From an optimization exercise on the open Yosys and OpenROAD flow, aimed at small area, a short achievable clock period and few clock cycles; shortcuts taken in it are not production practice. In this exercise RTL edits were held to simulation tests only and were not proved equivalent to the original. Power is estimated from default activity; no workload was simulated.

**flow/config.mk**
```make
export PLATFORM = sky130hd
export DESIGN_NAME = ascending_integer_sort
export DESIGN_NICKNAME = ascending_integer_sort
export VERILOG_FILES = /design/flow/design.v
export SDC_FILE = /design/flow/constraint.sdc
export NUM_CORES = 4
export LEC_CHECK = 0
export CAP_MARGIN = 20
export CORE_MARGIN = 2
export CORE_UTILIZATION = 35
export MIN_ROUTING_LAYER = met2
export PLACE_DENSITY = 0.5
export SETUP_SLACK_MARGIN = 1.0
export SLEW_MARGIN = 20
```
**flow/constraint.sdc**
```tcl
create_clock -name core_clock -period 4.2 [get_ports {aclk}]
set_input_delay 0.8400 -clock core_clock [delete_from_list [all_inputs] [get_ports {aclk}]]
set_output_delay 0.8400 -clock core_clock [all_outputs]
set_load 0.01 [all_outputs]
```
**flow/design.v**
```verilog
package ais_pkg;
    localparam int CAPACITY = 64;
    localparam int DATA_W   = 32;
    typedef struct packed {
        logic insert;      
        logic shift_out;   
        logic close_set;   
        logic advance;     
    } cell_ctrl_t;
endpackage
module ais_cell (
    input  logic                                aclk,
    input  logic                                aresetn,
    input  ais_pkg::cell_ctrl_t                 ctrl,
    input  logic signed [ais_pkg::DATA_W-1:0]   a_value,      
    input  logic signed [ais_pkg::DATA_W-1:0]   new_value,    
    input  logic                                new_cur,
    input  logic                                new_tag,
    input  logic                                new_lt_a,     
    input  logic signed [ais_pkg::DATA_W-1:0]   left_value,
    input  logic                                left_occ,
    input  logic                                left_cur,
    input  logic                                left_tag,
    input  logic                                left_lt,
    input  logic                                left_lt_a,
    input  logic signed [ais_pkg::DATA_W-1:0]   right_value,
    input  logic                                right_occ,
    input  logic                                right_cur,
    input  logic                                right_tag,
    input  logic                                right_lt,
    input  logic                                right_lt_a,
    output logic signed [ais_pkg::DATA_W-1:0]   value,
    output logic                                occ,
    output logic                                cur,
    output logic                                tag,
    output logic                                lt,
    output logic                                lt_a
);
    logic signed [ais_pkg::DATA_W-1:0] value_reg, value_next;
    logic occ_reg, cur_reg, tag_reg, ltb_reg;
    logic occ_next, cur_next, tag_next, ltb_next;
    logic take_left, take_new, take_right, hold;
    assign lt   = !occ_reg || (cur_reg && ltb_reg);
    assign lt_a = signed_less(a_value, value_reg);
    function automatic logic signed_less(input logic [31:0] a, input logic [31:0] b);
        logic [31:0] au, bu, g0, k0;
        logic [15:0] g1, k1;
        logic [7:0]  g2, k2;
        logic [3:0]  g3, k3;
        logic [1:0]  g4, k4;
        au = {!a[31], a[30:0]};
        bu = {!b[31], b[30:0]};
        g0 = ~au & bu;
        k0 = au & ~bu;
        for (int j = 0; j < 16; j++) begin
            g1[j] = g0[2*j+1] | (!k0[2*j+1] & g0[2*j]);
            k1[j] = k0[2*j+1] | (!g0[2*j+1] & k0[2*j]);
        end
        for (int j = 0; j < 8; j++) begin
            g2[j] = g1[2*j+1] | (!k1[2*j+1] & g1[2*j]);
            k2[j] = k1[2*j+1] | (!g1[2*j+1] & k1[2*j]);
        end
        for (int j = 0; j < 4; j++) begin
            g3[j] = g2[2*j+1] | (!k2[2*j+1] & g2[2*j]);
            k3[j] = k2[2*j+1] | (!g2[2*j+1] & k2[2*j]);
        end
        for (int j = 0; j < 2; j++) begin
            g4[j] = g3[2*j+1] | (!k3[2*j+1] & g3[2*j]);
            k4[j] = k3[2*j+1] | (!g3[2*j+1] & k3[2*j]);
        end
        signed_less = g4[1] | (!k4[1] & g4[0]);
    endfunction
    always_comb begin
        take_left  = 1'b0;
        take_new   = 1'b0;
        take_right = 1'b0;
        if (ctrl.shift_out) begin
            if (ctrl.insert && right_lt) begin
                take_new = !lt;
            end else begin
                take_right = 1'b1;
            end
        end else if (ctrl.insert && lt) begin
            take_left = left_lt;
            take_new  = !left_lt;
        end
    end
    assign hold = !(take_left || take_new || take_right);
    assign value_next = ({ais_pkg::DATA_W{take_left}}  & left_value)
                      | ({ais_pkg::DATA_W{take_new}}   & new_value)
                      | ({ais_pkg::DATA_W{take_right}} & right_value)
                      | ({ais_pkg::DATA_W{hold}}       & value_reg);
    assign occ_next   = take_left & left_occ | take_new | take_right & right_occ | hold & occ_reg;
    assign cur_next   = take_left & left_cur | take_new & new_cur | take_right & right_cur
                      | hold & cur_reg;
    assign tag_next   = take_left & left_tag | take_new & new_tag | take_right & right_tag
                      | hold & tag_reg;
    assign ltb_next   = take_left & left_lt_a | take_new & new_lt_a | take_right & right_lt_a
                      | hold & lt_a;
    always_ff @(posedge aclk) begin
        if (!aresetn) begin
            occ_reg <= 1'b0;
            cur_reg <= 1'b0;
        end else begin
            occ_reg <= occ_next;
            cur_reg <= cur_next && !ctrl.close_set;
        end
    end
    always_ff @(posedge aclk) begin
        value_reg <= value_next;
        tag_reg   <= tag_next;
        ltb_reg   <= ctrl.advance ? ltb_next : ltb_reg;
    end
    assign value = value_reg;
    assign occ   = occ_reg;
    assign cur   = cur_reg;
    assign tag   = tag_reg;
endmodule
module ascending_integer_sort (
    input  logic                               aclk,
    input  logic                               aresetn,
    input  logic                               s_valid,
    output logic                               s_ready,
    input  logic signed [ais_pkg::DATA_W-1:0]  s_value,
    input  logic                               s_last,
    output logic                               m_valid,
    input  logic                               m_ready,
    output logic signed [ais_pkg::DATA_W-1:0]  m_sorted_value,
    output logic                               m_end_of_run,
    output logic                               m_overflow
);
    localparam int N = ais_pkg::CAPACITY;
    localparam int W = ais_pkg::DATA_W;
    ais_pkg::cell_ctrl_t ctrl;
    logic       parity_reg, ovf_reg;
    logic          b_valid, b_last;
    logic signed [W-1:0] b_value;
    logic          new_lt_a;
    logic          o_valid, o_end, o_ovf, k_valid, k_end, k_ovf;
    logic signed [W-1:0] o_value, k_value;
    logic          head_end;
    logic signed [W-1:0] value_w [0:N+1];
    logic occ_w  [0:N+1];
    logic cur_w  [0:N+1];
    logic tag_w  [0:N+1];
    logic lt_w   [0:N+1];
    logic lta_w  [0:N+1];
    assign value_w[0]   = '0;
    assign occ_w[0]     = 1'b1;
    assign cur_w[0]     = 1'b0;
    assign tag_w[0]     = 1'b0;
    assign lt_w[0]      = 1'b0;
    assign lta_w[0]     = 1'b0;
    assign value_w[N+1] = '0;
    assign occ_w[N+1]   = 1'b0;
    assign cur_w[N+1]   = 1'b0;
    assign tag_w[N+1]   = 1'b0;
    assign lt_w[N+1]    = 1'b1;
    assign lta_w[N+1]   = 1'b1;
    assign new_lt_a = s_value < b_value;
    for (genvar i = 0; i < N; i++) begin : g_cell
        ais_cell u_cell (
            .aclk        (aclk),
            .aresetn     (aresetn),
            .ctrl        (ctrl),
            .a_value     (s_value),
            .new_value   (b_value),
            .new_cur     (!b_last),
            .new_tag     (parity_reg),
            .new_lt_a    (new_lt_a),
            .left_value  (value_w[i]),
            .left_occ    (occ_w[i]),
            .left_cur    (cur_w[i]),
            .left_tag    (tag_w[i]),
            .left_lt     (lt_w[i]),
            .left_lt_a   (lta_w[i]),
            .right_value (value_w[i+2]),
            .right_occ   (occ_w[i+2]),
            .right_cur   (cur_w[i+2]),
            .right_tag   (tag_w[i+2]),
            .right_lt    (lt_w[i+2]),
            .right_lt_a  (lta_w[i+2]),
            .value       (value_w[i+1]),
            .occ         (occ_w[i+1]),
            .cur         (cur_w[i+1]),
            .tag         (tag_w[i+1]),
            .lt          (lt_w[i+1]),
            .lt_a        (lta_w[i+1])
        );
    end
    logic [6:0] cnt, ccnt, dcnt, cnt_next;
    logic       drain_r, dropping_r, adv_r, insert_r, close_r;
    logic       b_valid_d, b_last_d, k_valid_d;
    logic       drain_d, dropping_d, full_d, adv_d, done_d;
    logic       cnt63, ccnt63, ccnt_nz, dcnt1, dcnt_ge2;
    assign s_ready = adv_r;
    assign ctrl.insert    = insert_r;
    assign ctrl.shift_out = drain_r;
    assign ctrl.close_set = close_r;
    assign ctrl.advance   = adv_r;
    assign cnt63    = cnt == 7'd63;
    assign ccnt63   = ccnt == 7'd63;
    assign ccnt_nz  = ccnt != 7'd0;
    assign dcnt1    = dcnt == 7'd1;
    assign dcnt_ge2 = dcnt > 7'd1;
    assign b_valid_d = adv_r ? s_valid : b_valid;
    assign b_last_d  = adv_r ? s_last : b_last;
    assign k_valid_d = o_valid && !m_ready && (k_valid || drain_r);
    always_comb begin
        cnt_next = cnt;
        if (insert_r && !drain_r) begin
            cnt_next = cnt + 7'd1;
        end else if (drain_r && !insert_r) begin
            cnt_next = cnt - 7'd1;
        end
    end
    assign full_d     = (cnt[6] && !(drain_r && !insert_r)) || (cnt63 && insert_r && !drain_r);
    assign dropping_d = !close_r && (ccnt[6] || (ccnt63 && insert_r));
    assign done_d     = dcnt_ge2 || (dcnt1 && !drain_r) || (close_r && (ccnt_nz || insert_r));
    assign drain_d    = done_d && !k_valid_d;
    assign adv_d      = !(b_valid_d && full_d && !dropping_d && !drain_d);
    always_ff @(posedge aclk) begin
        if (!aresetn) begin
            b_valid    <= 1'b0;
            parity_reg <= 1'b0;
            ovf_reg    <= 1'b0;
            cnt        <= 7'd0;
            ccnt       <= 7'd0;
            dcnt       <= 7'd0;
            drain_r    <= 1'b0;
            dropping_r <= 1'b0;
            adv_r      <= 1'b1;
            insert_r   <= 1'b0;
            close_r    <= 1'b0;
        end else begin
            b_valid    <= b_valid_d;
            cnt        <= cnt_next;
            ccnt       <= close_r ? 7'd0 : ccnt + {6'd0, insert_r};
            dcnt       <= close_r ? cnt_next : dcnt - {6'd0, drain_r};
            drain_r    <= drain_d;
            dropping_r <= dropping_d;
            adv_r      <= adv_d;
            insert_r   <= b_valid_d && adv_d && !dropping_d;
            close_r    <= b_valid_d && adv_d && b_last_d;
            if (close_r) begin
                parity_reg <= !parity_reg;
            end
            if (adv_r && b_valid && dropping_r) begin
                ovf_reg <= 1'b1;
            end else if (drain_r && head_end) begin
                ovf_reg <= 1'b0;
            end
        end
    end
    always_ff @(posedge aclk) begin
        if (adv_r) begin
            b_value <= s_value;
            b_last  <= s_last;
        end
    end
    assign head_end = !occ_w[2] || (tag_w[2] != tag_w[1]);
    always_ff @(posedge aclk) begin
        if (!aresetn) begin
            o_valid <= 1'b0;
            k_valid <= 1'b0;
        end else begin
            if (!o_valid || m_ready) begin
                o_valid <= k_valid || drain_r;
            end
            k_valid <= k_valid_d;
        end
    end
    always_ff @(posedge aclk) begin
        if (!o_valid || m_ready) begin
            if (k_valid) begin
                o_value <= k_value;
                o_end   <= k_end;
                o_ovf   <= k_ovf;
            end else begin
                o_value <= value_w[1];
                o_end   <= head_end;
                o_ovf   <= ovf_reg;
            end
        end
        if (drain_r) begin
            k_value <= value_w[1];
            k_end   <= head_end;
            k_ovf   <= ovf_reg;
        end
    end
    assign m_valid        = o_valid;
    assign m_sorted_value = o_value;
    assign m_end_of_run   = o_end;
    assign m_overflow     = o_ovf;
endmodule
```
**flow/run.sh**
```bash
#!/bin/bash
# synth_recipe.tcl (not shown) runs the flow's synth.tcl, then flattens the netlist and writes it again
# the make line also repeats each setting of config.mk as NAME=value (left out here)
make -C /OpenROAD-flow-scripts/flow DESIGN_CONFIG=/design/flow/config.mk WORK_HOME=/design/flow/orfs CLKGATE_MAP_FILE= SYNTH_SCRIPT=/design/flow/synth_recipe.tcl finish
```
==> summary.txt <==
-- synth_stat cells (203+ instances only) --
cell type	instances
sky130_fd_sc_hd__maj3_1	606
sky130_fd_sc_hd__o21ai_0	1375
sky130_fd_sc_hd__inv_1	538
sky130_fd_sc_hd__buf_2	203
sky130_fd_sc_hd__a21oi_1	999
sky130_fd_sc_hd__nand2_1	3762
sky130_fd_sc_hd__nor2_1	611
sky130_fd_sc_hd__nor2b_1	313
sky130_fd_sc_hd__nand2b_1	417
sky130_fd_sc_hd__dfxtp_1	2272
sky130_fd_sc_hd__a222oi_1	2192
sky130_fd_sc_hd__clkbuf_1	1352
-- power by group through the flow --
| stage | clock network [W] | registers [W] | logic [W] |
|---|---|---|---|
| CTS | 0.0297 | 0.0493 | 0.0444 |
| global placement | 0 | 0.0498 | 0.0437 |
| floorplan | 0 | 0.0405 | 0.0286 |
| detailed placement | 0 | 0.0498 | 0.0439 |
-- how the worst min path moves through the flow --
| stage | cells after the start | endpoint | startpoint | slack (ns) |
|---|---|---|---|---|
| after floorplan | 0 | k_ovf | ovf_reg | 0.43 |
| after global placement | 2 | g_cell[63].u_cell.tag_reg | g_cell[63].u_cell.tag_reg | 0.45 |
| after detailed placement | 2 | g_cell[63].u_cell.tag_reg | g_cell[63].u_cell.tag_reg | 0.46 |
| after CTS | 2 | b_value[20] | s_value[20] | 0.14 |
-- cells by family after synthesis --
kind of cell | synth area share (%)
compound gates | 35.29
fa+ha+maj | 4.818
flops | 35.37
simple gates | 17.73
xor+xnor | 0.09832
buf+inv | 6.423
mux | 0.2730
-- routing by layer --
| layer | overflow | track usage (%) |
|---|---|---|
| met1 | - | - |
| met2 | 0 | 78.20 |
| met3 | 1 | 86.70 |
| met4 | 4 | 56.63 |
| met5 | 0 | 63.48 |
-- metrics by stage --
stage,worst slack (ns),hold slack (ns),utilization [%],cell area [sq um]
2_1_floorplan,0.9924,0.4270,-,142600
3_3_place_gp,-0.4524,0.4521,38.26,155300
3_5_place_dp,-0.4136,0.4589,38.27,155300
4_1_cts,0.7267,0.1434,41.17,167100
-- what timing repair did --
action / in CTS
gates resized for setup: 152
endpoints found under the hold margin: 0
setup buffers: 23
cloned: 4
setup endpoints to repair: 714
pin swaps: 63
==> out/summary.md <==
The run stopped with a tool error. The flow stopped in 5_1_grt. The first error in the log reads "[ERROR GRT-0116] Global routing finished with congestion. Check the congestion regions in the DRC Viewer".

Dominant cell type by area after synthesis: sky130_fd_sc_hd__dfxtp_1. By area the synthesized netlist is led by sky130_fd_sc_hd__dfxtp_1, sky130_fd_sc_hd__a222oi_1, sky130_fd_sc_hd__nand2_1. The initialized floorplan defines 234 standard-cell rows.

Buffers inserted to repair hold after CTS numbered 0. The tools report the number of global-route vias before repair as 239.2k. The most used flip-flop cell after synthesis is sky130_fd_sc_hd__dfxtp_1.

Register bit count reported by yosys: 2436. Synthesis instantiated 100 different standard cells from the library. Global routing finished with a remaining overflow of 5. Clock tree synthesis inserted a total of 319 buffers. The placed wire-length estimate was 686.8 mm.

After detailed placement, the design holds a cell count of 22.84k. The tools report the final weighted congestion in routability-driven placement as 1.104. The cell at the root of the clock tree is sky130_fd_sc_hd__clkbuf_16. The count of clock tree sinks is 2436, and the area fraction of the dominant cell type after synthesis is 31.91%. The summed instance area of the synthesized netlist was 0.1425 sq mm. The die outline width is 642.1 um, and the number of warning messages in the yosys log is 14. The tools report the first-pass GRT wire length as 1470 mm.

Counting flops with an async set or reset pin after synthesis yields a share of 0%. The die is 642.1 um tall. In the synthesized netlist, the number of instances is 17.96k. For this run, the register share of the synthesized area comes to 35.37%. In the global route stage, overall resource usage came out at 76.09%. For this design the top-level I/O count stands at 73. The largest net degree at the start of global routing was 65; the net count after synthesis was 18.04k. The H-tree was split into 5 levels.

The count of buffers added on input and output ports is 72. After synthesis, the mean cell area works out to 7.935 sq um. In this run the deepest clock path goes through 4 buffers. The starting density of the core was 35.12%; the number of synthesized flops with an enable pin was 164.
Testbench counts, summed over its fixed seeds: cycles 31,021.
